Background: an optimization exercise with open tools, aiming at small area and a short achievable clock period. Do not read the settings as production practice. In this exercise RTL edits were held to simulation tests only and were not proved equivalent to the original.

===== flow/design.v =====
module groove_sample_scheduler #(
    parameter int DEPTH = 4
) (
    input  logic        clk,
    input  logic        reset,
    input  logic        sync_start,
    input  logic [31:0] sig_time,
    input  logic        dir,
    input  logic [31:0] afll_ltr,
    input  logic [31:0] afll_rtl,
    input  logic        pos_valid,
    output logic        pos_ready,
    input  logic [15:0] pos_in,
    output logic        fire,
    output logic [31:0] fire_time,
    output logic        missed,
    output logic        busy
);
    localparam int AW = $clog2(DEPTH);
    localparam logic [AW:0] FULL = (AW+1)'(DEPTH);
    logic               started, st_m1, st_m2, st_wait, st_fire;
    logic               first, can_push;
    logic [15:0]        mem [DEPTH];
    logic [AW-1:0]      wr_ptr, rd_ptr;
    logic [AW:0]        count, count_nx;
    logic [31:0]        base, dur, target;
    logic [5:0]         dg_nx;
    logic [2:0]         b_one, b_two, b_neg;
    logic               c5;
    logic               xg, yg;      
    logic [31:0]        cr;
    logic               push, pop, st_ready, hit, m1_nx, m2_nx, wait_nx, fire_nx;
    logic [15:0]        head;
    logic [3:0]         head_nx;
    logic [31:0]        x, y;
    logic [37:0]        r;
    logic signed [31:0] d;
    assign st_ready  = started && !(st_m1 || st_m2 || st_wait || st_fire);
    assign pos_ready = can_push && !sync_start;
    assign push      = pos_valid && pos_ready;
    assign pop       = st_ready && (count != 0) && !sync_start;
    assign fire      = st_fire;
    assign fire_time = target;
    assign head    = mem[rd_ptr];
    assign head_nx = (push && wr_ptr == rd_ptr) ? pos_in[3:0] : head[3:0];
    assign dg_nx   = st_m1 ? {~head[15], head[14:10]} : pop ? head[9:4] : {head_nx, 2'b00};
    assign x = xg ? target : 32'd0;
    assign y = yg ? base : 32'd0;
    assign cr = c5 ? dur : 32'd0;
    wire pp1 = (((b_one[0] & dur[0])) ^ b_neg[0]);
    wire pp2 = (((b_one[0] & dur[1]) | (b_two[0] & dur[0])) ^ b_neg[0]);
    wire pp3 = (((b_one[0] & dur[2]) | (b_two[0] & dur[1])) ^ b_neg[0]);
    wire pp4 = (((b_one[0] & dur[3]) | (b_two[0] & dur[2])) ^ b_neg[0]);
    wire pp5 = (((b_one[0] & dur[4]) | (b_two[0] & dur[3])) ^ b_neg[0]);
    wire pp6 = (((b_one[0] & dur[5]) | (b_two[0] & dur[4])) ^ b_neg[0]);
    wire pp7 = (((b_one[0] & dur[6]) | (b_two[0] & dur[5])) ^ b_neg[0]);
    wire pp8 = (((b_one[0] & dur[7]) | (b_two[0] & dur[6])) ^ b_neg[0]);
    wire pp9 = (((b_one[0] & dur[8]) | (b_two[0] & dur[7])) ^ b_neg[0]);
    wire pp10 = (((b_one[0] & dur[9]) | (b_two[0] & dur[8])) ^ b_neg[0]);
    wire pp11 = (((b_one[0] & dur[10]) | (b_two[0] & dur[9])) ^ b_neg[0]);
    wire pp12 = (((b_one[0] & dur[11]) | (b_two[0] & dur[10])) ^ b_neg[0]);
    wire pp13 = (((b_one[0] & dur[12]) | (b_two[0] & dur[11])) ^ b_neg[0]);
    wire pp14 = (((b_one[0] & dur[13]) | (b_two[0] & dur[12])) ^ b_neg[0]);
    wire pp15 = (((b_one[0] & dur[14]) | (b_two[0] & dur[13])) ^ b_neg[0]);
    wire pp16 = (((b_one[0] & dur[15]) | (b_two[0] & dur[14])) ^ b_neg[0]);
    wire pp17 = (((b_one[0] & dur[16]) | (b_two[0] & dur[15])) ^ b_neg[0]);
    wire pp18 = (((b_one[0] & dur[17]) | (b_two[0] & dur[16])) ^ b_neg[0]);
    wire pp19 = (((b_one[0] & dur[18]) | (b_two[0] & dur[17])) ^ b_neg[0]);
    wire pp20 = (((b_one[0] & dur[19]) | (b_two[0] & dur[18])) ^ b_neg[0]);
    wire pp21 = (((b_one[0] & dur[20]) | (b_two[0] & dur[19])) ^ b_neg[0]);
    wire pp22 = (((b_one[0] & dur[21]) | (b_two[0] & dur[20])) ^ b_neg[0]);
    wire pp23 = (((b_one[0] & dur[22]) | (b_two[0] & dur[21])) ^ b_neg[0]);
    wire pp24 = (((b_one[0] & dur[23]) | (b_two[0] & dur[22])) ^ b_neg[0]);
    wire pp25 = (((b_one[0] & dur[24]) | (b_two[0] & dur[23])) ^ b_neg[0]);
    wire pp26 = (((b_one[0] & dur[25]) | (b_two[0] & dur[24])) ^ b_neg[0]);
    wire pp27 = (((b_one[0] & dur[26]) | (b_two[0] & dur[25])) ^ b_neg[0]);
    wire pp28 = (((b_one[0] & dur[27]) | (b_two[0] & dur[26])) ^ b_neg[0]);
    wire pp29 = (((b_one[0] & dur[28]) | (b_two[0] & dur[27])) ^ b_neg[0]);
    wire pp30 = (((b_one[0] & dur[29]) | (b_two[0] & dur[28])) ^ b_neg[0]);
    wire pp31 = (((b_one[0] & dur[30]) | (b_two[0] & dur[29])) ^ b_neg[0]);
    wire pp32 = (((b_one[0] & dur[31]) | (b_two[0] & dur[30])) ^ b_neg[0]);
    wire pp33 = (((b_two[0] & dur[31])) ^ b_neg[0]);
    wire pp34 = (((b_one[1] & dur[0])) ^ b_neg[1]);
    wire pp35 = (((b_one[1] & dur[1]) | (b_two[1] & dur[0])) ^ b_neg[1]);
    wire pp36 = (((b_one[1] & dur[2]) | (b_two[1] & dur[1])) ^ b_neg[1]);
    wire pp37 = (((b_one[1] & dur[3]) | (b_two[1] & dur[2])) ^ b_neg[1]);
    wire pp38 = (((b_one[1] & dur[4]) | (b_two[1] & dur[3])) ^ b_neg[1]);
    wire pp39 = (((b_one[1] & dur[5]) | (b_two[1] & dur[4])) ^ b_neg[1]);
    wire pp40 = (((b_one[1] & dur[6]) | (b_two[1] & dur[5])) ^ b_neg[1]);
    wire pp41 = (((b_one[1] & dur[7]) | (b_two[1] & dur[6])) ^ b_neg[1]);
    wire pp42 = (((b_one[1] & dur[8]) | (b_two[1] & dur[7])) ^ b_neg[1]);
    wire pp43 = (((b_one[1] & dur[9]) | (b_two[1] & dur[8])) ^ b_neg[1]);
    wire pp44 = (((b_one[1] & dur[10]) | (b_two[1] & dur[9])) ^ b_neg[1]);
    wire pp45 = (((b_one[1] & dur[11]) | (b_two[1] & dur[10])) ^ b_neg[1]);
    wire pp46 = (((b_one[1] & dur[12]) | (b_two[1] & dur[11])) ^ b_neg[1]);
    wire pp47 = (((b_one[1] & dur[13]) | (b_two[1] & dur[12])) ^ b_neg[1]);
    wire pp48 = (((b_one[1] & dur[14]) | (b_two[1] & dur[13])) ^ b_neg[1]);
    wire pp49 = (((b_one[1] & dur[15]) | (b_two[1] & dur[14])) ^ b_neg[1]);
    wire pp50 = (((b_one[1] & dur[16]) | (b_two[1] & dur[15])) ^ b_neg[1]);
    wire pp51 = (((b_one[1] & dur[17]) | (b_two[1] & dur[16])) ^ b_neg[1]);
    wire pp52 = (((b_one[1] & dur[18]) | (b_two[1] & dur[17])) ^ b_neg[1]);
    wire pp53 = (((b_one[1] & dur[19]) | (b_two[1] & dur[18])) ^ b_neg[1]);
    wire pp54 = (((b_one[1] & dur[20]) | (b_two[1] & dur[19])) ^ b_neg[1]);
    wire pp55 = (((b_one[1] & dur[21]) | (b_two[1] & dur[20])) ^ b_neg[1]);
    wire pp56 = (((b_one[1] & dur[22]) | (b_two[1] & dur[21])) ^ b_neg[1]);
    wire pp57 = (((b_one[1] & dur[23]) | (b_two[1] & dur[22])) ^ b_neg[1]);
    wire pp58 = (((b_one[1] & dur[24]) | (b_two[1] & dur[23])) ^ b_neg[1]);
    wire pp59 = (((b_one[1] & dur[25]) | (b_two[1] & dur[24])) ^ b_neg[1]);
    wire pp60 = (((b_one[1] & dur[26]) | (b_two[1] & dur[25])) ^ b_neg[1]);
    wire pp61 = (((b_one[1] & dur[27]) | (b_two[1] & dur[26])) ^ b_neg[1]);
    wire pp62 = (((b_one[1] & dur[28]) | (b_two[1] & dur[27])) ^ b_neg[1]);
    wire pp63 = (((b_one[1] & dur[29]) | (b_two[1] & dur[28])) ^ b_neg[1]);
    wire pp64 = (((b_one[1] & dur[30]) | (b_two[1] & dur[29])) ^ b_neg[1]);
    wire pp65 = (((b_one[1] & dur[31]) | (b_two[1] & dur[30])) ^ b_neg[1]);
    wire pp66 = (((b_two[1] & dur[31])) ^ b_neg[1]);
    wire pp67 = (((b_one[2] & dur[0])) ^ b_neg[2]);
    wire pp68 = (((b_one[2] & dur[1]) | (b_two[2] & dur[0])) ^ b_neg[2]);
    wire pp69 = (((b_one[2] & dur[2]) | (b_two[2] & dur[1])) ^ b_neg[2]);
    wire pp70 = (((b_one[2] & dur[3]) | (b_two[2] & dur[2])) ^ b_neg[2]);
    wire pp71 = (((b_one[2] & dur[4]) | (b_two[2] & dur[3])) ^ b_neg[2]);
    wire pp72 = (((b_one[2] & dur[5]) | (b_two[2] & dur[4])) ^ b_neg[2]);
    wire pp73 = (((b_one[2] & dur[6]) | (b_two[2] & dur[5])) ^ b_neg[2]);
    wire pp74 = (((b_one[2] & dur[7]) | (b_two[2] & dur[6])) ^ b_neg[2]);
    wire pp75 = (((b_one[2] & dur[8]) | (b_two[2] & dur[7])) ^ b_neg[2]);
    wire pp76 = (((b_one[2] & dur[9]) | (b_two[2] & dur[8])) ^ b_neg[2]);
    wire pp77 = (((b_one[2] & dur[10]) | (b_two[2] & dur[9])) ^ b_neg[2]);
    wire pp78 = (((b_one[2] & dur[11]) | (b_two[2] & dur[10])) ^ b_neg[2]);
    wire pp79 = (((b_one[2] & dur[12]) | (b_two[2] & dur[11])) ^ b_neg[2]);
    wire pp80 = (((b_one[2] & dur[13]) | (b_two[2] & dur[12])) ^ b_neg[2]);
    wire pp81 = (((b_one[2] & dur[14]) | (b_two[2] & dur[13])) ^ b_neg[2]);
    wire pp82 = (((b_one[2] & dur[15]) | (b_two[2] & dur[14])) ^ b_neg[2]);
    wire pp83 = (((b_one[2] & dur[16]) | (b_two[2] & dur[15])) ^ b_neg[2]);
    wire pp84 = (((b_one[2] & dur[17]) | (b_two[2] & dur[16])) ^ b_neg[2]);
    wire pp85 = (((b_one[2] & dur[18]) | (b_two[2] & dur[17])) ^ b_neg[2]);
    wire pp86 = (((b_one[2] & dur[19]) | (b_two[2] & dur[18])) ^ b_neg[2]);
    wire pp87 = (((b_one[2] & dur[20]) | (b_two[2] & dur[19])) ^ b_neg[2]);
    wire pp88 = (((b_one[2] & dur[21]) | (b_two[2] & dur[20])) ^ b_neg[2]);
    wire pp89 = (((b_one[2] & dur[22]) | (b_two[2] & dur[21])) ^ b_neg[2]);
    wire pp90 = (((b_one[2] & dur[23]) | (b_two[2] & dur[22])) ^ b_neg[2]);
    wire pp91 = (((b_one[2] & dur[24]) | (b_two[2] & dur[23])) ^ b_neg[2]);
    wire pp92 = (((b_one[2] & dur[25]) | (b_two[2] & dur[24])) ^ b_neg[2]);
    wire pp93 = (((b_one[2] & dur[26]) | (b_two[2] & dur[25])) ^ b_neg[2]);
    wire pp94 = (((b_one[2] & dur[27]) | (b_two[2] & dur[26])) ^ b_neg[2]);
    wire pp95 = (((b_one[2] & dur[28]) | (b_two[2] & dur[27])) ^ b_neg[2]);
    wire pp96 = (((b_one[2] & dur[29]) | (b_two[2] & dur[28])) ^ b_neg[2]);
    wire pp97 = (((b_one[2] & dur[30]) | (b_two[2] & dur[29])) ^ b_neg[2]);
    wire pp98 = (((b_one[2] & dur[31]) | (b_two[2] & dur[30])) ^ b_neg[2]);
    wire pp99 = (((b_two[2] & dur[31])) ^ b_neg[2]);
    wire s100 = b_neg[0] ^ x[0] ^ pp1;
    wire c101 = (b_neg[0] & x[0]) | (b_neg[0] & pp1) | (x[0] & pp1);
    wire s102 = x[1] ^ pp2 ^ c101;
    wire c103 = (x[1] & pp2) | (x[1] & c101) | (pp2 & c101);
    wire s104 = b_neg[1] ^ x[2] ^ pp3;
    wire c105 = (b_neg[1] & x[2]) | (b_neg[1] & pp3) | (x[2] & pp3);
    wire s106 = pp34 ^ s104 ^ c103;
    wire c107 = (pp34 & s104) | (pp34 & c103) | (s104 & c103);
    wire s108 = x[3] ^ pp4 ^ pp35;
    wire c109 = (x[3] & pp4) | (x[3] & pp35) | (pp4 & pp35);
    wire s110 = c105 ^ s108 ^ c107;
    wire c111 = (c105 & s108) | (c105 & c107) | (s108 & c107);
    wire s112 = b_neg[2] ^ x[4] ^ pp5;
    wire c113 = (b_neg[2] & x[4]) | (b_neg[2] & pp5) | (x[4] & pp5);
    wire s114 = pp36 ^ pp67 ^ c109;
    wire c115 = (pp36 & pp67) | (pp36 & c109) | (pp67 & c109);
    wire s116 = s112 ^ s114 ^ c111;
    wire c117 = (s112 & s114) | (s112 & c111) | (s114 & c111);
    wire s118 = x[5] ^ pp6 ^ pp37;
    wire c119 = (x[5] & pp6) | (x[5] & pp37) | (pp6 & pp37);
    wire s120 = pp68 ^ c113 ^ s118;
    wire c121 = (pp68 & c113) | (pp68 & s118) | (c113 & s118);
    wire s122 = c115 ^ s120 ^ c117;
    wire c123 = (c115 & s120) | (c115 & c117) | (s120 & c117);
    wire s124 = x[6] ^ y[0] ^ cr[0];
    wire c125 = (x[6] & y[0]) | (x[6] & cr[0]) | (y[0] & cr[0]);
    wire s126 = pp7 ^ pp38 ^ pp69;
    wire c127 = (pp7 & pp38) | (pp7 & pp69) | (pp38 & pp69);
    wire s128 = s124 ^ c119 ^ s126;
    wire c129 = (s124 & c119) | (s124 & s126) | (c119 & s126);
    wire s130 = c121 ^ s128 ^ c123;
    wire c131 = (c121 & s128) | (c121 & c123) | (s128 & c123);
    wire s132 = x[7] ^ y[1] ^ cr[1];
    wire c133 = (x[7] & y[1]) | (x[7] & cr[1]) | (y[1] & cr[1]);
    wire s134 = pp8 ^ pp39 ^ pp70;
    wire c135 = (pp8 & pp39) | (pp8 & pp70) | (pp39 & pp70);
    wire s136 = c125 ^ s132 ^ c127;
    wire c137 = (c125 & s132) | (c125 & c127) | (s132 & c127);
    wire s138 = s134 ^ s136 ^ c129;
    wire c139 = (s134 & s136) | (s134 & c129) | (s136 & c129);
    wire s140 = x[8] ^ y[2] ^ cr[2];
    wire c141 = (x[8] & y[2]) | (x[8] & cr[2]) | (y[2] & cr[2]);
    wire s142 = pp9 ^ pp40 ^ pp71;
    wire c143 = (pp9 & pp40) | (pp9 & pp71) | (pp40 & pp71);
    wire s144 = c133 ^ s140 ^ c135;
    wire c145 = (c133 & s140) | (c133 & c135) | (s140 & c135);
    wire s146 = s142 ^ c137 ^ s144;
    wire c147 = (s142 & c137) | (s142 & s144) | (c137 & s144);
    wire s148 = x[9] ^ y[3] ^ cr[3];
    wire c149 = (x[9] & y[3]) | (x[9] & cr[3]) | (y[3] & cr[3]);
    wire s150 = pp10 ^ pp41 ^ pp72;
    wire c151 = (pp10 & pp41) | (pp10 & pp72) | (pp41 & pp72);
    wire s152 = c141 ^ s148 ^ c143;
    wire c153 = (c141 & s148) | (c141 & c143) | (s148 & c143);
    wire s154 = s150 ^ c145 ^ s152;
    wire c155 = (s150 & c145) | (s150 & s152) | (c145 & s152);
    wire s156 = x[10] ^ y[4] ^ cr[4];
    wire c157 = (x[10] & y[4]) | (x[10] & cr[4]) | (y[4] & cr[4]);
    wire s158 = pp11 ^ pp42 ^ pp73;
    wire c159 = (pp11 & pp42) | (pp11 & pp73) | (pp42 & pp73);
    wire s160 = c149 ^ s156 ^ c151;
    wire c161 = (c149 & s156) | (c149 & c151) | (s156 & c151);
    wire s162 = s158 ^ c153 ^ s160;
    wire c163 = (s158 & c153) | (s158 & s160) | (c153 & s160);
    wire s164 = x[11] ^ y[5] ^ cr[5];
    wire c165 = (x[11] & y[5]) | (x[11] & cr[5]) | (y[5] & cr[5]);
    wire s166 = pp12 ^ pp43 ^ pp74;
    wire c167 = (pp12 & pp43) | (pp12 & pp74) | (pp43 & pp74);
    wire s168 = c157 ^ s164 ^ c159;
    wire c169 = (c157 & s164) | (c157 & c159) | (s164 & c159);
    wire s170 = s166 ^ c161 ^ s168;
    wire c171 = (s166 & c161) | (s166 & s168) | (c161 & s168);
    wire s172 = x[12] ^ y[6] ^ cr[6];
    wire c173 = (x[12] & y[6]) | (x[12] & cr[6]) | (y[6] & cr[6]);
    wire s174 = pp13 ^ pp44 ^ pp75;
    wire c175 = (pp13 & pp44) | (pp13 & pp75) | (pp44 & pp75);
    wire s176 = c165 ^ s172 ^ c167;
    wire c177 = (c165 & s172) | (c165 & c167) | (s172 & c167);
    wire s178 = s174 ^ c169 ^ s176;
    wire c179 = (s174 & c169) | (s174 & s176) | (c169 & s176);
    wire s180 = x[13] ^ y[7] ^ cr[7];
    wire c181 = (x[13] & y[7]) | (x[13] & cr[7]) | (y[7] & cr[7]);
    wire s182 = pp14 ^ pp45 ^ pp76;
    wire c183 = (pp14 & pp45) | (pp14 & pp76) | (pp45 & pp76);
    wire s184 = c173 ^ s180 ^ c175;
    wire c185 = (c173 & s180) | (c173 & c175) | (s180 & c175);
    wire s186 = s182 ^ c177 ^ s184;
    wire c187 = (s182 & c177) | (s182 & s184) | (c177 & s184);
    wire s188 = x[14] ^ y[8] ^ cr[8];
    wire c189 = (x[14] & y[8]) | (x[14] & cr[8]) | (y[8] & cr[8]);
    wire s190 = pp15 ^ pp46 ^ pp77;
    wire c191 = (pp15 & pp46) | (pp15 & pp77) | (pp46 & pp77);
    wire s192 = c181 ^ s188 ^ c183;
    wire c193 = (c181 & s188) | (c181 & c183) | (s188 & c183);
    wire s194 = s190 ^ c185 ^ s192;
    wire c195 = (s190 & c185) | (s190 & s192) | (c185 & s192);
    wire s196 = x[15] ^ y[9] ^ cr[9];
    wire c197 = (x[15] & y[9]) | (x[15] & cr[9]) | (y[9] & cr[9]);
    wire s198 = pp16 ^ pp47 ^ pp78;
    wire c199 = (pp16 & pp47) | (pp16 & pp78) | (pp47 & pp78);
    wire s200 = c189 ^ s196 ^ c191;
    wire c201 = (c189 & s196) | (c189 & c191) | (s196 & c191);
    wire s202 = s198 ^ c193 ^ s200;
    wire c203 = (s198 & c193) | (s198 & s200) | (c193 & s200);
    wire s204 = x[16] ^ y[10] ^ cr[10];
    wire c205 = (x[16] & y[10]) | (x[16] & cr[10]) | (y[10] & cr[10]);
    wire s206 = pp17 ^ pp48 ^ pp79;
    wire c207 = (pp17 & pp48) | (pp17 & pp79) | (pp48 & pp79);
    wire s208 = c197 ^ s204 ^ c199;
    wire c209 = (c197 & s204) | (c197 & c199) | (s204 & c199);
    wire s210 = s206 ^ c201 ^ s208;
    wire c211 = (s206 & c201) | (s206 & s208) | (c201 & s208);
    wire s212 = x[17] ^ y[11] ^ cr[11];
    wire c213 = (x[17] & y[11]) | (x[17] & cr[11]) | (y[11] & cr[11]);
    wire s214 = pp18 ^ pp49 ^ pp80;
    wire c215 = (pp18 & pp49) | (pp18 & pp80) | (pp49 & pp80);
    wire s216 = c205 ^ s212 ^ c207;
    wire c217 = (c205 & s212) | (c205 & c207) | (s212 & c207);
    wire s218 = s214 ^ c209 ^ s216;
    wire c219 = (s214 & c209) | (s214 & s216) | (c209 & s216);
    wire s220 = x[18] ^ y[12] ^ cr[12];
    wire c221 = (x[18] & y[12]) | (x[18] & cr[12]) | (y[12] & cr[12]);
    wire s222 = pp19 ^ pp50 ^ pp81;
    wire c223 = (pp19 & pp50) | (pp19 & pp81) | (pp50 & pp81);
    wire s224 = c213 ^ s220 ^ c215;
    wire c225 = (c213 & s220) | (c213 & c215) | (s220 & c215);
    wire s226 = s222 ^ c217 ^ s224;
    wire c227 = (s222 & c217) | (s222 & s224) | (c217 & s224);
    wire s228 = x[19] ^ y[13] ^ cr[13];
    wire c229 = (x[19] & y[13]) | (x[19] & cr[13]) | (y[13] & cr[13]);
    wire s230 = pp20 ^ pp51 ^ pp82;
    wire c231 = (pp20 & pp51) | (pp20 & pp82) | (pp51 & pp82);
    wire s232 = c221 ^ s228 ^ c223;
    wire c233 = (c221 & s228) | (c221 & c223) | (s228 & c223);
    wire s234 = s230 ^ c225 ^ s232;
    wire c235 = (s230 & c225) | (s230 & s232) | (c225 & s232);
    wire s236 = x[20] ^ y[14] ^ cr[14];
    wire c237 = (x[20] & y[14]) | (x[20] & cr[14]) | (y[14] & cr[14]);
    wire s238 = pp21 ^ pp52 ^ pp83;
    wire c239 = (pp21 & pp52) | (pp21 & pp83) | (pp52 & pp83);
    wire s240 = c229 ^ s236 ^ c231;
    wire c241 = (c229 & s236) | (c229 & c231) | (s236 & c231);
    wire s242 = s238 ^ c233 ^ s240;
    wire c243 = (s238 & c233) | (s238 & s240) | (c233 & s240);
    wire s244 = x[21] ^ y[15] ^ cr[15];
    wire c245 = (x[21] & y[15]) | (x[21] & cr[15]) | (y[15] & cr[15]);
    wire s246 = pp22 ^ pp53 ^ pp84;
    wire c247 = (pp22 & pp53) | (pp22 & pp84) | (pp53 & pp84);
    wire s248 = c237 ^ s244 ^ c239;
    wire c249 = (c237 & s244) | (c237 & c239) | (s244 & c239);
    wire s250 = s246 ^ c241 ^ s248;
    wire c251 = (s246 & c241) | (s246 & s248) | (c241 & s248);
    wire s252 = x[22] ^ y[16] ^ cr[16];
    wire c253 = (x[22] & y[16]) | (x[22] & cr[16]) | (y[16] & cr[16]);
    wire s254 = pp23 ^ pp54 ^ pp85;
    wire c255 = (pp23 & pp54) | (pp23 & pp85) | (pp54 & pp85);
    wire s256 = c245 ^ s252 ^ c247;
    wire c257 = (c245 & s252) | (c245 & c247) | (s252 & c247);
    wire s258 = s254 ^ c249 ^ s256;
    wire c259 = (s254 & c249) | (s254 & s256) | (c249 & s256);
    wire s260 = x[23] ^ y[17] ^ cr[17];
    wire c261 = (x[23] & y[17]) | (x[23] & cr[17]) | (y[17] & cr[17]);
    wire s262 = pp24 ^ pp55 ^ pp86;
    wire c263 = (pp24 & pp55) | (pp24 & pp86) | (pp55 & pp86);
    wire s264 = c253 ^ s260 ^ c255;
    wire c265 = (c253 & s260) | (c253 & c255) | (s260 & c255);
    wire s266 = s262 ^ c257 ^ s264;
    wire c267 = (s262 & c257) | (s262 & s264) | (c257 & s264);
    wire s268 = x[24] ^ y[18] ^ cr[18];
    wire c269 = (x[24] & y[18]) | (x[24] & cr[18]) | (y[18] & cr[18]);
    wire s270 = pp25 ^ pp56 ^ pp87;
    wire c271 = (pp25 & pp56) | (pp25 & pp87) | (pp56 & pp87);
    wire s272 = c261 ^ s268 ^ c263;
    wire c273 = (c261 & s268) | (c261 & c263) | (s268 & c263);
    wire s274 = s270 ^ c265 ^ s272;
    wire c275 = (s270 & c265) | (s270 & s272) | (c265 & s272);
    wire s276 = x[25] ^ y[19] ^ cr[19];
    wire c277 = (x[25] & y[19]) | (x[25] & cr[19]) | (y[19] & cr[19]);
    wire s278 = pp26 ^ pp57 ^ pp88;
    wire c279 = (pp26 & pp57) | (pp26 & pp88) | (pp57 & pp88);
    wire s280 = c269 ^ s276 ^ c271;
    wire c281 = (c269 & s276) | (c269 & c271) | (s276 & c271);
    wire s282 = s278 ^ c273 ^ s280;
    wire c283 = (s278 & c273) | (s278 & s280) | (c273 & s280);
    wire s284 = x[26] ^ y[20] ^ cr[20];
    wire c285 = (x[26] & y[20]) | (x[26] & cr[20]) | (y[20] & cr[20]);
    wire s286 = pp27 ^ pp58 ^ pp89;
    wire c287 = (pp27 & pp58) | (pp27 & pp89) | (pp58 & pp89);
    wire s288 = c277 ^ s284 ^ c279;
    wire c289 = (c277 & s284) | (c277 & c279) | (s284 & c279);
    wire s290 = s286 ^ c281 ^ s288;
    wire c291 = (s286 & c281) | (s286 & s288) | (c281 & s288);
    wire s292 = x[27] ^ y[21] ^ cr[21];
    wire c293 = (x[27] & y[21]) | (x[27] & cr[21]) | (y[21] & cr[21]);
    wire s294 = pp28 ^ pp59 ^ pp90;
    wire c295 = (pp28 & pp59) | (pp28 & pp90) | (pp59 & pp90);
    wire s296 = c285 ^ s292 ^ c287;
    wire c297 = (c285 & s292) | (c285 & c287) | (s292 & c287);
    wire s298 = s294 ^ c289 ^ s296;
    wire c299 = (s294 & c289) | (s294 & s296) | (c289 & s296);
    wire s300 = x[28] ^ y[22] ^ cr[22];
    wire c301 = (x[28] & y[22]) | (x[28] & cr[22]) | (y[22] & cr[22]);
    wire s302 = pp29 ^ pp60 ^ pp91;
    wire c303 = (pp29 & pp60) | (pp29 & pp91) | (pp60 & pp91);
    wire s304 = c293 ^ s300 ^ c295;
    wire c305 = (c293 & s300) | (c293 & c295) | (s300 & c295);
    wire s306 = s302 ^ c297 ^ s304;
    wire c307 = (s302 & c297) | (s302 & s304) | (c297 & s304);
    wire s308 = x[29] ^ y[23] ^ cr[23];
    wire c309 = (x[29] & y[23]) | (x[29] & cr[23]) | (y[23] & cr[23]);
    wire s310 = pp30 ^ pp61 ^ pp92;
    wire c311 = (pp30 & pp61) | (pp30 & pp92) | (pp61 & pp92);
    wire s312 = c301 ^ s308 ^ c303;
    wire c313 = (c301 & s308) | (c301 & c303) | (s308 & c303);
    wire s314 = s310 ^ c305 ^ s312;
    wire c315 = (s310 & c305) | (s310 & s312) | (c305 & s312);
    wire s316 = x[30] ^ y[24] ^ cr[24];
    wire c317 = (x[30] & y[24]) | (x[30] & cr[24]) | (y[24] & cr[24]);
    wire s318 = pp31 ^ pp62 ^ pp93;
    wire c319 = (pp31 & pp62) | (pp31 & pp93) | (pp62 & pp93);
    wire s320 = c309 ^ s316 ^ c311;
    wire c321 = (c309 & s316) | (c309 & c311) | (s316 & c311);
    wire s322 = s318 ^ c313 ^ s320;
    wire c323 = (s318 & c313) | (s318 & s320) | (c313 & s320);
    wire s324 = x[31] ^ y[25] ^ cr[25];
    wire c325 = (x[31] & y[25]) | (x[31] & cr[25]) | (y[25] & cr[25]);
    wire s326 = pp32 ^ pp63 ^ pp94;
    wire c327 = (pp32 & pp63) | (pp32 & pp94) | (pp63 & pp94);
    wire s328 = c317 ^ s324 ^ c319;
    wire c329 = (c317 & s324) | (c317 & c319) | (s324 & c319);
    wire s330 = s326 ^ c321 ^ s328;
    wire c331 = (s326 & c321) | (s326 & s328) | (c321 & s328);
    wire s332 = y[26] ^ cr[26] ^ pp33;
    wire c333 = (y[26] & cr[26]) | (y[26] & pp33) | (cr[26] & pp33);
    wire s334 = pp64 ^ pp95 ^ c325;
    wire c335 = (pp64 & pp95) | (pp64 & c325) | (pp95 & c325);
    wire s336 = c327 ^ s332 ^ s334;
    wire c337 = (c327 & s332) | (c327 & s334) | (s332 & s334);
    wire s338 = c329 ^ s336 ^ c331;
    wire c339 = (c329 & s336) | (c329 & c331) | (s336 & c331);
    wire s340 = 1'b1 ^ ~b_neg[0] ^ y[27];
    wire c341 = (1'b1 & ~b_neg[0]) | (1'b1 & y[27]) | (~b_neg[0] & y[27]);
    wire s342 = cr[27] ^ pp65 ^ pp96;
    wire c343 = (cr[27] & pp65) | (cr[27] & pp96) | (pp65 & pp96);
    wire s344 = s340 ^ c333 ^ c335;
    wire c345 = (s340 & c333) | (s340 & c335) | (c333 & c335);
    wire s346 = s342 ^ s344 ^ c337;
    wire c347 = (s342 & s344) | (s342 & c337) | (s344 & c337);
    wire s348 = 1'b1 ^ y[28] ^ cr[28];
    wire c349 = (1'b1 & y[28]) | (1'b1 & cr[28]) | (y[28] & cr[28]);
    wire s350 = pp66 ^ pp97 ^ c341;
    wire c351 = (pp66 & pp97) | (pp66 & c341) | (pp97 & c341);
    wire s352 = s348 ^ c343 ^ s350;
    wire c353 = (s348 & c343) | (s348 & s350) | (c343 & s350);
    wire s354 = c345 ^ s352 ^ c347;
    wire c355 = (c345 & s352) | (c345 & c347) | (s352 & c347);
    wire s356 = ~b_neg[1] ^ y[29] ^ cr[29];
    wire c357 = (~b_neg[1] & y[29]) | (~b_neg[1] & cr[29]) | (y[29] & cr[29]);
    wire s358 = pp98 ^ c349 ^ s356;
    wire c359 = (pp98 & c349) | (pp98 & s356) | (c349 & s356);
    wire s360 = c351 ^ s358 ^ c353;
    wire c361 = (c351 & s358) | (c351 & c353) | (s358 & c353);
    wire s362 = 1'b1 ^ y[30] ^ cr[30];
    wire c363 = (1'b1 & y[30]) | (1'b1 & cr[30]) | (y[30] & cr[30]);
    wire s364 = pp99 ^ c357 ^ s362;
    wire c365 = (pp99 & c357) | (pp99 & s362) | (c357 & s362);
    wire s366 = c359 ^ s364 ^ c361;
    wire c367 = (c359 & s364) | (c359 & c361) | (s364 & c361);
    wire s368 = ~b_neg[2] ^ y[31] ^ cr[31];
    wire s369 = c363 ^ s368 ^ c365;
    wire g370 = s100 & 1'b0;
    wire g371 = s102 & 1'b0;
    wire g372 = s106 & 1'b0;
    wire g373 = s110 & 1'b0;
    wire g374 = s116 & 1'b0;
    wire g375 = s122 & 1'b0;
    wire g376 = s130 & 1'b0;
    wire g377 = c131 & s138;
    wire g378 = c139 & s146;
    wire g379 = c147 & s154;
    wire g380 = c155 & s162;
    wire g381 = c163 & s170;
    wire g382 = c171 & s178;
    wire g383 = c179 & s186;
    wire g384 = c187 & s194;
    wire g385 = c195 & s202;
    wire g386 = c203 & s210;
    wire g387 = c211 & s218;
    wire g388 = c219 & s226;
    wire g389 = c227 & s234;
    wire g390 = c235 & s242;
    wire g391 = c243 & s250;
    wire g392 = c251 & s258;
    wire g393 = c259 & s266;
    wire g394 = c267 & s274;
    wire g395 = c275 & s282;
    wire g396 = c283 & s290;
    wire g397 = c291 & s298;
    wire g398 = c299 & s306;
    wire g399 = c307 & s314;
    wire g400 = c315 & s322;
    wire g401 = c323 & s330;
    wire g402 = s338 & 1'b0;
    wire g403 = c339 & s346;
    wire g404 = s354 & 1'b0;
    wire g405 = c355 & s360;
    wire g406 = s366 & 1'b0;
    wire g407 = c367 & s369;
    wire p408 = s100 ^ 1'b0;
    wire p409 = s102 ^ 1'b0;
    wire p410 = s106 ^ 1'b0;
    wire p411 = s110 ^ 1'b0;
    wire p412 = s116 ^ 1'b0;
    wire p413 = s122 ^ 1'b0;
    wire p414 = s130 ^ 1'b0;
    wire p415 = c131 ^ s138;
    wire p416 = c139 ^ s146;
    wire p417 = c147 ^ s154;
    wire p418 = c155 ^ s162;
    wire p419 = c163 ^ s170;
    wire p420 = c171 ^ s178;
    wire p421 = c179 ^ s186;
    wire p422 = c187 ^ s194;
    wire p423 = c195 ^ s202;
    wire p424 = c203 ^ s210;
    wire p425 = c211 ^ s218;
    wire p426 = c219 ^ s226;
    wire p427 = c227 ^ s234;
    wire p428 = c235 ^ s242;
    wire p429 = c243 ^ s250;
    wire p430 = c251 ^ s258;
    wire p431 = c259 ^ s266;
    wire p432 = c267 ^ s274;
    wire p433 = c275 ^ s282;
    wire p434 = c283 ^ s290;
    wire p435 = c291 ^ s298;
    wire p436 = c299 ^ s306;
    wire p437 = c307 ^ s314;
    wire p438 = c315 ^ s322;
    wire p439 = c323 ^ s330;
    wire p440 = s338 ^ 1'b0;
    wire p441 = c339 ^ s346;
    wire p442 = s354 ^ 1'b0;
    wire p443 = c355 ^ s360;
    wire p444 = s366 ^ 1'b0;
    wire p445 = c367 ^ s369;
    wire g446 = g371 | (p409 & g370);
    wire g447 = g372 | (p410 & g371);
    wire p448 = p410 & p409;
    wire g449 = g373 | (p411 & g372);
    wire p450 = p411 & p410;
    wire g451 = g374 | (p412 & g373);
    wire p452 = p412 & p411;
    wire g453 = g375 | (p413 & g374);
    wire p454 = p413 & p412;
    wire g455 = g376 | (p414 & g375);
    wire p456 = p414 & p413;
    wire g457 = g377 | (p415 & g376);
    wire p458 = p415 & p414;
    wire g459 = g378 | (p416 & g377);
    wire p460 = p416 & p415;
    wire g461 = g379 | (p417 & g378);
    wire p462 = p417 & p416;
    wire g463 = g380 | (p418 & g379);
    wire p464 = p418 & p417;
    wire g465 = g381 | (p419 & g380);
    wire p466 = p419 & p418;
    wire g467 = g382 | (p420 & g381);
    wire p468 = p420 & p419;
    wire g469 = g383 | (p421 & g382);
    wire p470 = p421 & p420;
    wire g471 = g384 | (p422 & g383);
    wire p472 = p422 & p421;
    wire g473 = g385 | (p423 & g384);
    wire p474 = p423 & p422;
    wire g475 = g386 | (p424 & g385);
    wire p476 = p424 & p423;
    wire g477 = g387 | (p425 & g386);
    wire p478 = p425 & p424;
    wire g479 = g388 | (p426 & g387);
    wire p480 = p426 & p425;
    wire g481 = g389 | (p427 & g388);
    wire p482 = p427 & p426;
    wire g483 = g390 | (p428 & g389);
    wire p484 = p428 & p427;
    wire g485 = g391 | (p429 & g390);
    wire p486 = p429 & p428;
    wire g487 = g392 | (p430 & g391);
    wire p488 = p430 & p429;
    wire g489 = g393 | (p431 & g392);
    wire p490 = p431 & p430;
    wire g491 = g394 | (p432 & g393);
    wire p492 = p432 & p431;
    wire g493 = g395 | (p433 & g394);
    wire p494 = p433 & p432;
    wire g495 = g396 | (p434 & g395);
    wire p496 = p434 & p433;
    wire g497 = g397 | (p435 & g396);
    wire p498 = p435 & p434;
    wire g499 = g398 | (p436 & g397);
    wire p500 = p436 & p435;
    wire g501 = g399 | (p437 & g398);
    wire p502 = p437 & p436;
    wire g503 = g400 | (p438 & g399);
    wire p504 = p438 & p437;
    wire g505 = g401 | (p439 & g400);
    wire p506 = p439 & p438;
    wire g507 = g402 | (p440 & g401);
    wire p508 = p440 & p439;
    wire g509 = g403 | (p441 & g402);
    wire p510 = p441 & p440;
    wire g511 = g404 | (p442 & g403);
    wire p512 = p442 & p441;
    wire g513 = g405 | (p443 & g404);
    wire p514 = p443 & p442;
    wire g515 = g406 | (p444 & g405);
    wire p516 = p444 & p443;
    wire g517 = g407 | (p445 & g406);
    wire p518 = p445 & p444;
    wire g519 = g447 | (p448 & g370);
    wire g520 = g449 | (p450 & g446);
    wire g521 = g451 | (p452 & g447);
    wire p522 = p452 & p448;
    wire g523 = g453 | (p454 & g449);
    wire p524 = p454 & p450;
    wire g525 = g455 | (p456 & g451);
    wire p526 = p456 & p452;
    wire g527 = g457 | (p458 & g453);
    wire p528 = p458 & p454;
    wire g529 = g459 | (p460 & g455);
    wire p530 = p460 & p456;
    wire g531 = g461 | (p462 & g457);
    wire p532 = p462 & p458;
    wire g533 = g463 | (p464 & g459);
    wire p534 = p464 & p460;
    wire g535 = g465 | (p466 & g461);
    wire p536 = p466 & p462;
    wire g537 = g467 | (p468 & g463);
    wire p538 = p468 & p464;
    wire g539 = g469 | (p470 & g465);
    wire p540 = p470 & p466;
    wire g541 = g471 | (p472 & g467);
    wire p542 = p472 & p468;
    wire g543 = g473 | (p474 & g469);
    wire p544 = p474 & p470;
    wire g545 = g475 | (p476 & g471);
    wire p546 = p476 & p472;
    wire g547 = g477 | (p478 & g473);
    wire p548 = p478 & p474;
    wire g549 = g479 | (p480 & g475);
    wire p550 = p480 & p476;
    wire g551 = g481 | (p482 & g477);
    wire p552 = p482 & p478;
    wire g553 = g483 | (p484 & g479);
    wire p554 = p484 & p480;
    wire g555 = g485 | (p486 & g481);
    wire p556 = p486 & p482;
    wire g557 = g487 | (p488 & g483);
    wire p558 = p488 & p484;
    wire g559 = g489 | (p490 & g485);
    wire p560 = p490 & p486;
    wire g561 = g491 | (p492 & g487);
    wire p562 = p492 & p488;
    wire g563 = g493 | (p494 & g489);
    wire p564 = p494 & p490;
    wire g565 = g495 | (p496 & g491);
    wire p566 = p496 & p492;
    wire g567 = g497 | (p498 & g493);
    wire p568 = p498 & p494;
    wire g569 = g499 | (p500 & g495);
    wire p570 = p500 & p496;
    wire g571 = g501 | (p502 & g497);
    wire p572 = p502 & p498;
    wire g573 = g503 | (p504 & g499);
    wire p574 = p504 & p500;
    wire g575 = g505 | (p506 & g501);
    wire p576 = p506 & p502;
    wire g577 = g507 | (p508 & g503);
    wire p578 = p508 & p504;
    wire g579 = g509 | (p510 & g505);
    wire p580 = p510 & p506;
    wire g581 = g511 | (p512 & g507);
    wire p582 = p512 & p508;
    wire g583 = g513 | (p514 & g509);
    wire p584 = p514 & p510;
    wire g585 = g515 | (p516 & g511);
    wire p586 = p516 & p512;
    wire g587 = g517 | (p518 & g513);
    wire p588 = p518 & p514;
    wire g589 = g521 | (p522 & g370);
    wire g590 = g523 | (p524 & g446);
    wire g591 = g525 | (p526 & g519);
    wire g592 = g527 | (p528 & g520);
    wire g593 = g529 | (p530 & g521);
    wire p594 = p530 & p522;
    wire g595 = g531 | (p532 & g523);
    wire p596 = p532 & p524;
    wire g597 = g533 | (p534 & g525);
    wire p598 = p534 & p526;
    wire g599 = g535 | (p536 & g527);
    wire p600 = p536 & p528;
    wire g601 = g537 | (p538 & g529);
    wire p602 = p538 & p530;
    wire g603 = g539 | (p540 & g531);
    wire p604 = p540 & p532;
    wire g605 = g541 | (p542 & g533);
    wire p606 = p542 & p534;
    wire g607 = g543 | (p544 & g535);
    wire p608 = p544 & p536;
    wire g609 = g545 | (p546 & g537);
    wire p610 = p546 & p538;
    wire g611 = g547 | (p548 & g539);
    wire p612 = p548 & p540;
    wire g613 = g549 | (p550 & g541);
    wire p614 = p550 & p542;
    wire g615 = g551 | (p552 & g543);
    wire p616 = p552 & p544;
    wire g617 = g553 | (p554 & g545);
    wire p618 = p554 & p546;
    wire g619 = g555 | (p556 & g547);
    wire p620 = p556 & p548;
    wire g621 = g557 | (p558 & g549);
    wire p622 = p558 & p550;
    wire g623 = g559 | (p560 & g551);
    wire p624 = p560 & p552;
    wire g625 = g561 | (p562 & g553);
    wire p626 = p562 & p554;
    wire g627 = g563 | (p564 & g555);
    wire p628 = p564 & p556;
    wire g629 = g565 | (p566 & g557);
    wire p630 = p566 & p558;
    wire g631 = g567 | (p568 & g559);
    wire p632 = p568 & p560;
    wire g633 = g569 | (p570 & g561);
    wire p634 = p570 & p562;
    wire g635 = g571 | (p572 & g563);
    wire p636 = p572 & p564;
    wire g637 = g573 | (p574 & g565);
    wire p638 = p574 & p566;
    wire g639 = g575 | (p576 & g567);
    wire p640 = p576 & p568;
    wire g641 = g577 | (p578 & g569);
    wire p642 = p578 & p570;
    wire g643 = g579 | (p580 & g571);
    wire p644 = p580 & p572;
    wire g645 = g581 | (p582 & g573);
    wire p646 = p582 & p574;
    wire g647 = g583 | (p584 & g575);
    wire p648 = p584 & p576;
    wire g649 = g585 | (p586 & g577);
    wire p650 = p586 & p578;
    wire g651 = g587 | (p588 & g579);
    wire p652 = p588 & p580;
    wire g653 = g593 | (p594 & g370);
    wire g654 = g595 | (p596 & g446);
    wire g655 = g597 | (p598 & g519);
    wire g656 = g599 | (p600 & g520);
    wire g657 = g601 | (p602 & g589);
    wire g658 = g603 | (p604 & g590);
    wire g659 = g605 | (p606 & g591);
    wire g660 = g607 | (p608 & g592);
    wire g661 = g609 | (p610 & g593);
    wire p662 = p610 & p594;
    wire g663 = g611 | (p612 & g595);
    wire p664 = p612 & p596;
    wire g665 = g613 | (p614 & g597);
    wire p666 = p614 & p598;
    wire g667 = g615 | (p616 & g599);
    wire p668 = p616 & p600;
    wire g669 = g617 | (p618 & g601);
    wire p670 = p618 & p602;
    wire g671 = g619 | (p620 & g603);
    wire p672 = p620 & p604;
    wire g673 = g621 | (p622 & g605);
    wire p674 = p622 & p606;
    wire g675 = g623 | (p624 & g607);
    wire p676 = p624 & p608;
    wire g677 = g625 | (p626 & g609);
    wire p678 = p626 & p610;
    wire g679 = g627 | (p628 & g611);
    wire p680 = p628 & p612;
    wire g681 = g629 | (p630 & g613);
    wire p682 = p630 & p614;
    wire g683 = g631 | (p632 & g615);
    wire p684 = p632 & p616;
    wire g685 = g633 | (p634 & g617);
    wire p686 = p634 & p618;
    wire g687 = g635 | (p636 & g619);
    wire p688 = p636 & p620;
    wire g689 = g637 | (p638 & g621);
    wire p690 = p638 & p622;
    wire g691 = g639 | (p640 & g623);
    wire p692 = p640 & p624;
    wire g693 = g641 | (p642 & g625);
    wire p694 = p642 & p626;
    wire g695 = g643 | (p644 & g627);
    wire p696 = p644 & p628;
    wire g697 = g645 | (p646 & g629);
    wire p698 = p646 & p630;
    wire g699 = g647 | (p648 & g631);
    wire p700 = p648 & p632;
    wire g701 = g649 | (p650 & g633);
    wire p702 = p650 & p634;
    wire g703 = g651 | (p652 & g635);
    wire p704 = p652 & p636;
    wire g705 = g661 | (p662 & g370);
    wire g706 = g663 | (p664 & g446);
    wire g707 = g665 | (p666 & g519);
    wire g708 = g667 | (p668 & g520);
    wire g709 = g669 | (p670 & g589);
    wire g710 = g671 | (p672 & g590);
    wire g711 = g673 | (p674 & g591);
    wire g712 = g675 | (p676 & g592);
    wire g713 = g677 | (p678 & g653);
    wire g714 = g679 | (p680 & g654);
    wire g715 = g681 | (p682 & g655);
    wire g716 = g683 | (p684 & g656);
    wire g717 = g685 | (p686 & g657);
    wire g718 = g687 | (p688 & g658);
    wire g719 = g689 | (p690 & g659);
    wire g720 = g691 | (p692 & g660);
    wire g721 = g693 | (p694 & g661);
    wire p722 = p694 & p662;
    wire g723 = g695 | (p696 & g663);
    wire p724 = p696 & p664;
    wire g725 = g697 | (p698 & g665);
    wire p726 = p698 & p666;
    wire g727 = g699 | (p700 & g667);
    wire p728 = p700 & p668;
    wire g729 = g701 | (p702 & g669);
    wire p730 = p702 & p670;
    wire g731 = g703 | (p704 & g671);
    wire p732 = p704 & p672;
    wire g733 = g721 | (p722 & g370);
    wire g734 = g723 | (p724 & g446);
    wire g735 = g725 | (p726 & g519);
    wire g736 = g727 | (p728 & g520);
    wire g737 = g729 | (p730 & g589);
    wire g738 = g731 | (p732 & g590);
    assign r[0] = p408;
    assign r[1] = p409 ^ g370;
    assign r[2] = p410 ^ g446;
    assign r[3] = p411 ^ g519;
    assign r[4] = p412 ^ g520;
    assign r[5] = p413 ^ g589;
    assign r[6] = p414 ^ g590;
    assign r[7] = p415 ^ g591;
    assign r[8] = p416 ^ g592;
    assign r[9] = p417 ^ g653;
    assign r[10] = p418 ^ g654;
    assign r[11] = p419 ^ g655;
    assign r[12] = p420 ^ g656;
    assign r[13] = p421 ^ g657;
    assign r[14] = p422 ^ g658;
    assign r[15] = p423 ^ g659;
    assign r[16] = p424 ^ g660;
    assign r[17] = p425 ^ g705;
    assign r[18] = p426 ^ g706;
    assign r[19] = p427 ^ g707;
    assign r[20] = p428 ^ g708;
    assign r[21] = p429 ^ g709;
    assign r[22] = p430 ^ g710;
    assign r[23] = p431 ^ g711;
    assign r[24] = p432 ^ g712;
    assign r[25] = p433 ^ g713;
    assign r[26] = p434 ^ g714;
    assign r[27] = p435 ^ g715;
    assign r[28] = p436 ^ g716;
    assign r[29] = p437 ^ g717;
    assign r[30] = p438 ^ g718;
    assign r[31] = p439 ^ g719;
    assign r[32] = p440 ^ g720;
    assign r[33] = p441 ^ g733;
    assign r[34] = p442 ^ g734;
    assign r[35] = p443 ^ g735;
    assign r[36] = p444 ^ g736;
    assign r[37] = p445 ^ g737;
    assign d   = sig_time - target;
    assign hit = !d[31];
    assign count_nx = sync_start ? '0 : count + (AW+1)'(push) - (AW+1)'(pop);
    assign m1_nx    = pop;
    assign m2_nx    = st_m1 && !sync_start;
    assign wait_nx  = (st_m2 || (st_wait && !hit)) && !sync_start;
    assign fire_nx  = st_wait && hit && !sync_start;
    always_ff @(posedge clk)
        if (push) mem[wr_ptr] <= pos_in;
    always_ff @(posedge clk) begin
        if (sync_start) begin
            base <= sig_time;
            dur  <= dir ? afll_rtl : afll_ltr;
        end
        if (!(st_wait || st_fire)) target <= r[37:6];
        for (int j = 0; j < 3; j++) begin
            b_neg[j] <= dg_nx[2*j+1];
            b_one[j] <= dg_nx[2*j] ^ (j == 0 ? 1'b0 : dg_nx[2*j-1]);
            b_two[j] <= dg_nx[2*j+1] ? !(dg_nx[2*j] || (j == 0 ? 1'b0 : dg_nx[2*j-1]))
                                     : (dg_nx[2*j] && (j == 0 ? 1'b0 : dg_nx[2*j-1]));
        end
        c5 <= dg_nx[5];
        first <= st_m2;
    end
    always_ff @(posedge clk or posedge reset) begin
        if (reset) begin
            started  <= 1'b0;
            can_push <= 1'b0;
            st_m1    <= 1'b0;
            st_m2    <= 1'b0;
            st_wait  <= 1'b0;
            st_fire  <= 1'b0;
            xg       <= 1'b0;
            yg       <= 1'b0;
            missed   <= 1'b0;
            busy     <= 1'b0;
            wr_ptr   <= '0;
            rd_ptr   <= '0;
            count    <= '0;
        end else begin
            started  <= started || sync_start;
            can_push <= (started || sync_start) && count_nx != FULL;
            count    <= count_nx;
            st_m1    <= m1_nx;
            st_m2    <= m2_nx;
            st_wait  <= wait_nx;
            st_fire  <= fire_nx;
            xg       <= m1_nx || m2_nx;
            yg       <= m2_nx;
            busy     <= count_nx != 0 || m1_nx || m2_nx || wait_nx || fire_nx;
            missed   <= st_wait && hit && !sync_start && first && (sig_time != target);
            if (sync_start) begin
                wr_ptr <= '0;
                rd_ptr <= '0;
            end else begin
                if (push) wr_ptr <= wr_ptr + 1'b1;
                if (st_m1) rd_ptr <= rd_ptr + 1'b1;
            end
        end
    end
endmodule

===== flow/flow/run.sh =====
#!/bin/bash
# The standard layout (the standard.sh: ORFS synthesis, floorplan, power grid,
# placement, CTS and routing) with two changes:
#  - synthesis skips the generic ABC pass that Yosys's synth runs before the adder
#    extraction (SYNTH_ARGS=-noabc), so the full adders are extracted from the RTL's own
#    adder tree without inverters between them; the liberty-mapped ABC pass still runs,
#    and the registers are the same as the standard synthesis's;
#  - the port buffers are inserted as buf_1 cells rather than the larger cell the
#    resizer picks by default; timing repair still resizes them as needed.
set -euo pipefail
export SYNTH_ARGS="-noabc"
export BUFFER_PORTS_ARGS="-buffer_cell sky130_fd_sc_hd__buf_1"
bash standard.sh > standard.log 2>&1

===== flow/standard.sh =====
#!/bin/bash
# synth_recipe.tcl (not shown) runs the flow's synth.tcl, then flattens the netlist and writes it again
# the make line also repeats each setting of config.mk as NAME=value (left out here)
make -C /OpenROAD-flow-scripts/flow DESIGN_CONFIG=/design/flow/config.mk WORK_HOME=/design/flow/orfs CLKGATE_MAP_FILE= SYNTH_SCRIPT=/design/flow/synth_recipe.tcl "${@:-finish}"

===== flow/config.mk =====
export PLATFORM = sky130hd
export DESIGN_NAME = groove_sample_scheduler
export DESIGN_NICKNAME = groove_sample_scheduler
export VERILOG_FILES = /design/flow/design.v
export SDC_FILE = /design/flow/constraint.sdc
export NUM_CORES = 4
export LEC_CHECK = 0
export CAP_MARGIN = 20
export CORE_MARGIN = 2
export CORE_UTILIZATION = 40
export SETUP_SLACK_MARGIN = 5
export SLEW_MARGIN = 20
export TNS_END_PERCENT = 100

===== flow/constraint.sdc =====
create_clock -name core_clock -period 9.0 [get_ports {clk}]
set_input_delay 1.8000 -clock core_clock [delete_from_list [all_inputs] [get_ports {clk}]]
set_output_delay 1.8000 -clock core_clock [all_outputs]
set_load 0.01 [all_outputs]

==> results of run 1 <==
## metal layers
metal	wire, µm	share of wire (%)	up-vias
li1	-	-	4255
met1	16120	45	4751
met2	17300	48	252
met3	1985	5.5	30
met4	667	1.8	0
met5	0	0	-
## stage by stage
step	cells	setup WS (ns)	hold WS, ns
after floorplan	1093	4.530	0.4404
after global placement	1658	3.561	0.4674
after detailed placement	1658	3.531	0.4724
after CTS	1722	4.232	0.4921
after global routing	1731	4.004	0.5133
final	1731	4.187	0.4891
## path summary, 6_finish.rpt
kind                          from          to  depth (start not counted)
max in group asynchronous    reset    can_push                          2
max                         dur[0]  target[27]                         22
min                        started     started                          1
min in group asynchronous    reset   rd_ptr[1]                          2
min reg2reg                started     started                          1
max reg2reg                 dur[0]  target[27]                         22
## state kept, by name (all words and copies together), names as in the netlist, 2 cells and up
register and flops:
base 32, count 3, b_one 3, b_two 3
rd_ptr 2, dur 32, b_neg 3, target 32
wr_ptr 2, mem 64
## kinds of logic after synthesis
group | count (synthesis) | share of synthesized area [%]
AOI/OAI and AO/OA | 205 | 10.81
xor gates and xnor gates | 139 | 8.755
adders and majority gates | 201 | 24.91
buffers and inverters | 107 | 2.915
DFF | 186 | 38.87
muxes | 54 | 5.633
and+or+nand+nor | 201 | 8.116
## worst max-delay path, stage by stage, from the launching register on
cell	delay (ns)
edfxtp_1	0.45
buf_4	0.15
nand2_1	0.05
ha_1	0.28
nand2b_1	0.05
a21o_1	0.20
a21oi_2	0.13
nor3_1	0.06
maj3_2	0.31
maj3_2	0.30
a21oi_2	0.12
o21ai_2	0.07
fa_2	0.36
ha_4	0.18
fa_2	0.42
a21o_4	0.23
a221oi_4	0.32
a2111oi_4	0.16
nor2_4	0.20
o311ai_4	0.11
a31oi_2	0.21
nand2b_1	0.16
xnor2_1	0.07
## cells in the mapped netlist, drive strengths merged (7+ instances only)
| library cell | instances | area [µm²] |
|---|---|---|
| and2 | 90 | 563.0 |
| clkbuf | 37 | 138.9 |
| nor3 | 7 | 40.04 |
| buf | 13 | 52.55 |
| o21ai | 14 | 70.07 |
| edfxtp | 160 | 4805 |
| dfxtp | 10 | 200.2 |
| fa | 127 | 2542 |
| mux2 | 34 | 382.9 |
| a21o | 24 | 181.4 |
| inv | 57 | 214.0 |
| nand2 | 37 | 141.4 |
| xnor2 | 124 | 1086 |
| xor2 | 15 | 131.4 |
| a21oi | 33 | 165.2 |
| a22oi | 94 | 705.7 |
| mux4 | 16 | 360.4 |
| ha | 72 | 900.9 |
| dfrtp | 16 | 400.4 |
| nor2 | 27 | 111.4 |
## cell type report
| type | instances | area (µm²) | area share [%] |
|---|---|---|---|
| multi-input cells | 800 | 8398 | 51.37 |
| clock inverters | 15 | 192.7 | 1.179 |
| repair buffers | 201 | 1117 | 6.835 |
| well taps | 455 | 569.3 | 3.482 |
| inverters | 57 | 214.0 | 1.309 |
| clock buffers | 17 | 425.4 | 2.602 |
| flip-flops and latches | 186 | 5431 | 33.22 |
## timing repair
action | CTS | global route
endpoints found under the hold margin | 0 | 0
endpoints found under the setup margin | 34 | 30
gates resized for setup | 51 | 16
pin swaps | 20 | 18
gates cloned | 2 | 0
setup buffers | 30 | 9
==> results.toml, run 1 <==
[detailed_routing]
route.detailed.drc = 0
via_per_inst = 5.366
detail-route-antenna-nets = 0
routed_wl_mm = 36.07
detailroute.via_count = 9288
drt-initial-drc-count = 556
avgRoutedWirePerCell_um = 20.84
dr.pass1.iters = 6

[timing]
grt_setup_unrepaired = "yes"
clock_skew_ns = 0.01556
slew_headroom_pct = 33.96
period_needed_ns = 4.813
finalSetupTns_ns = 0
slew_violations = 0
fin_crit_sh_pct = 53.48
tightest_slew_ns = 0.9906
max_freq_mhz = 207.8
finalHoldViolCount = 0
finalSetupViolCount = 0

[layout]
final_cell_mix = "160 x edfxtp_1, 149 x buf_1, 122 x fa_1"
final_common_cell = "edfxtp_1"
nFillCells = 3123
finalInstanceArea_um2 = 16350
final_nets = 1579
utilization_pct = 47.56
diodes = 0
drive_above_1_share_pct = 16.07
areaGrowthSynthToFinish_pct = 17.56

[global_routing]
track_usage_pct = 20.80
overflow = 0
grtUsageMet3_pct = 4.582
grt_pass1_wl_mm = 56.32
use_met2_pct = 33.94
grt.met1_usage_pct = 28.05
busiest_layer = "met2"
grt_pass1_vias = 9685
antenna_found_initial = 0
grt_max_degree = 58

[clock_network]
h-tree-depth = 4
clockBufferDepth = 2
clock_latency_ns = 0.46
ctsHoldBuffers = 0
cts_made_buffers = 17
root_buffer = "clkbuf_16"
clock-sinks = 186
cts_tree = "yes"
cts.clk_slew.worst_paths_ns = 0.09

[die]
rows = 68
die_width_um = 190.5
ios = 153
die_h_um = 190.5
start_util_pct = 40.46
dieArea_um2 = 36270
core_um2 = 34370

[synthesis]
synth_edf_count = 160
yosysSeqAreaShare_pct = 38.87
avgSynthCellArea_um2 = 12.72
synth_warnings = 1
synthArstFlopShare_pct = 8.602
ys_ff_latch = 186
syn_inst = 1093
synth_flop_cell = "edfxtp_1"
syn_area_um2 = 13910
synth_nets = 1409
yosysUniqueCellTypes = 67

[critical_path]
critical_path_class = "flop to flop"
arrival_ns = 5.03
path_max_fanout = 3
end_kind = "flop"
cp.required_ns = 9.22
cp-start-kind = "flop"
reg2reg_slack_ns = 4.19

[placed_design]
place_area_um2 = 15040
gp_congestion = 0.8441
io_buffers = 152
hpwl_mm = 25.45

[worst_hold_path]
hold_path_class = "flop to flop"

[job]
maxCapViolCount = 0

[run_status]
outcome = "timing/DRC/antenna clean"
==> run 2, diff against run 1 <==
--- a/flow/config.mk
+++ b/flow/config.mk
@@ -8,6 +8,7 @@
 export CAP_MARGIN = 20
 export CORE_MARGIN = 2
 export CORE_UTILIZATION = 40
+export CTS_BUF_LIST = sky130_fd_sc_hd__clkbuf_8
 export SETUP_SLACK_MARGIN = 5
 export SLEW_MARGIN = 20
 export TNS_END_PERCENT = 100
==> results.toml, run 2 <==
[run_status]
outcome = "timing/DRC/antenna clean"

[detailed_routing]
detail-route-antenna-nets = 0
route.detailed.drc = 0
drt-initial-drc-count = 538
dr.pass1.iters = 7
avgRoutedWirePerCell_um = 20.83
routed_wl_mm = 36.27
via_per_inst = 5.373
detailroute.via_count = 9354

[timing]
hold_ws_ns = 0.4997
finalHoldViolCount = 0
slew_headroom_pct = 33.32
fin_crit_sh_pct = 54.00
setup_ws_ns = 4.140
finalSetupTns_ns = 0
clock_skew_ns = 0.01872
grt_setup_unrepaired = "yes"
slew_violations = 0
max_freq_mhz = 205.8
period_needed_ns = 4.860
finalSetupViolCount = 0
tightest_slew_ns = 1.000

[clock_network]
clock_latency_ns = 0.51
cts.clk_slew.worst_paths_ns = 0.12
cts_made_buffers = 17
root_buffer = "clkbuf_8"
clockBufferDepth = 2
clock-sinks = 186
h-tree-depth = 4
cts_tree = "yes"

[critical_path]
startpoint = "dur[3]"
worstSetupEndpoint = "target[27]"
path_max_fanout = 6
reg2reg_slack_ns = 4.14
reg2regPathDepth = 17
regToRegEndpoint = "target[27]"
end_kind = "flop"
cp-start-kind = "flop"
timing.rr.start = "dur[3]"
critical_path_class = "flop to flop"
arrival_ns = 5.14
cp.required_ns = 9.28

[layout]
drive_above_1_share_pct = 17.57
largest_reg_flops = 64
finalInstanceArea_um2 = 16270
top_register = "mem"
diodes = 0
final_cell_mix = "160 x edfxtp_1, 149 x buf_1, 122 x fa_1"
nFillCells = 3139
final_common_cell = "edfxtp_1"
final_nets = 1589
areaGrowthSynthToFinish_pct = 17.02

[die]
ios = 153
die_width_um = 190.5
die_h_um = 190.5
dieArea_um2 = 36270
start_util_pct = 40.46
rows = 68
core_um2 = 34370

[synthesis]
yosys.area.top_type = "edfxtp_1"
synth_most_common_cell = "edfxtp_1"
yosys-top-cells-area = "edfxtp_1 35%, fa_1 18%, xnor2_1 7.8%"
syn_inst = 1093
synth_nets = 1409
synth_warnings = 1
syn_area_um2 = 13910
synth_top_cell_area_share_pct = 34.55
synth_edf_count = 160
synth_flop_cell = "edfxtp_1"
avgSynthCellArea_um2 = 12.72
yosysSeqAreaShare_pct = 38.87
ys_ff_latch = 186
synthArstFlopShare_pct = 8.602
yosysUniqueCellTypes = 67
synth_common_cells = "160 x edfxtp_1, 127 x fa_1, 124 x xnor2_1"

[worst_hold_path]
hold_path_class = "flop to flop"

[job]
maxCapViolCount = 0

[placed_design]
io_buffers = 152
gp_congestion = 0.8441
place_ws_ns = 3.531
hpwl_mm = 25.45
place_area_um2 = 15040

[global_routing]
overflow = 0
antenna_found_initial = 0
grt_pass1_wl_mm = 55.96
grt_pass1_vias = 9640
grt_max_degree = 58
track_usage_pct = 20.66
## run 2: what timing repair did
action,CTS,global route
pin swaps,20,23
endpoints found under the setup margin,32,29
endpoints found under the hold margin,0,0
setup buffers,29,20
hold buffers,0,0
cloned,2,0
gates resized for setup,48,27
## run 2: per-stage QoR
| step | std cells | utilization [%] |
|---|---|---|
| 2_1_floorplan | 1093 | - |
| 3_3_place_gp | 1658 | 43.76 |
| 3_5_place_dp | 1658 | 43.76 |
| 4_1_cts | 1721 | 46.47 |
| 5_1_grt | 1741 | 47.34 |
| 6_report | 1741 | 47.34 |
## run 2: kinds of logic after synthesis
group | Yosys count | synth area share [%]
buffers and inverters | 107 | 2.915
adders and majority gates | 201 | 24.91
DFF | 186 | 38.87
AOI/OAI and AO/OA | 205 | 10.81
and+or+nand+nor | 201 | 8.116
xor gates and xnor gates | 139 | 8.755
muxes | 54 | 5.633
## run 2: final cells by class
cell class,instances,area (µm²),share of cell area [%]
Multi-Input combinational cell,800,8443,51.88
Tap cell,455,569.3,3.498
Sequential cell,186,5431,33.38
Inverter,57,214.0,1.315
Clock inverter,15,192.7,1.184
Timing Repair Buffer,211,1189,7.304
Clock buffer,17,234.0,1.438
## run 2: critical path, cell delays in order, from the launching register on
cell	delay, ns
edfxtp_1	0.52
a22oi_2	0.23
xnor2_1	0.17
fa_1	0.46
fa_1	0.49
o22ai_2	0.20
o21ai_2	0.09
fa_2	0.37
ha_4	0.18
fa_2	0.41
a21o_4	0.24
a221oi_4	0.32
a2111oi_4	0.16
nor2_4	0.20
o311ai_4	0.13
a31oi_2	0.21
nand2b_4	0.17
xnor2_1	0.07
## run 2: layer usage
| metal | part of all wire (%) | up-vias | wire (µm) | track usage [%] |
|---|---|---|---|---|
| met4 | 1.9 | 0 | 685 | 5.069 |
| met5 | 0 | - | 0 | 0 |
| li1 | - | 4278 | - | - |
| met2 | 48 | 267 | 17370 | 33.80 |
| met3 | 5.9 | 33 | 2148 | 4.729 |
| met1 | 44 | 4776 | 16070 | 27.89 |
## run 2: how the worst min path moves through the flow
stage / slack (ns) / start / end / cells after the start
after floorplan: 0.44 / started / started / 1
after global placement: 0.47 / started / started / 1
after detailed placement: 0.47 / started / started / 1
after CTS: 0.50 / started / started / 1
after global routing: 0.53 / started / started / 1
final: 0.50 / started / started / 1

what the ideal ports hide:
The results above use ideal ports. As a check the final layouts listed here were re-extracted and re-timed, cells and wires unchanged.
Step 1, drivers: a clkbuf_16 drives clk and a buf_2 each remaining input, both assumed.
Step 2 adds t to the input delays and takes it off the output delays; t is the mean of the earliest and latest rising clock arrival at the registers after step 1. Input paths then give back, and output paths get back, about the clock's delay inside the block.
a / b / c = no drivers / after step 1 / after step 2; a / b = the first two.
run | t (ns) | setup WS [ns] | latest minus earliest clock arrival (ns)
run 1 | 0.504 | 4.187 / 4.187 / 4.187 | 0.016 / 0.015
run 2 | 0.552 | 4.140 / 4.140 / 4.140 | 0.019 / 0.019
After both steps setup and hold are still met in every run listed.
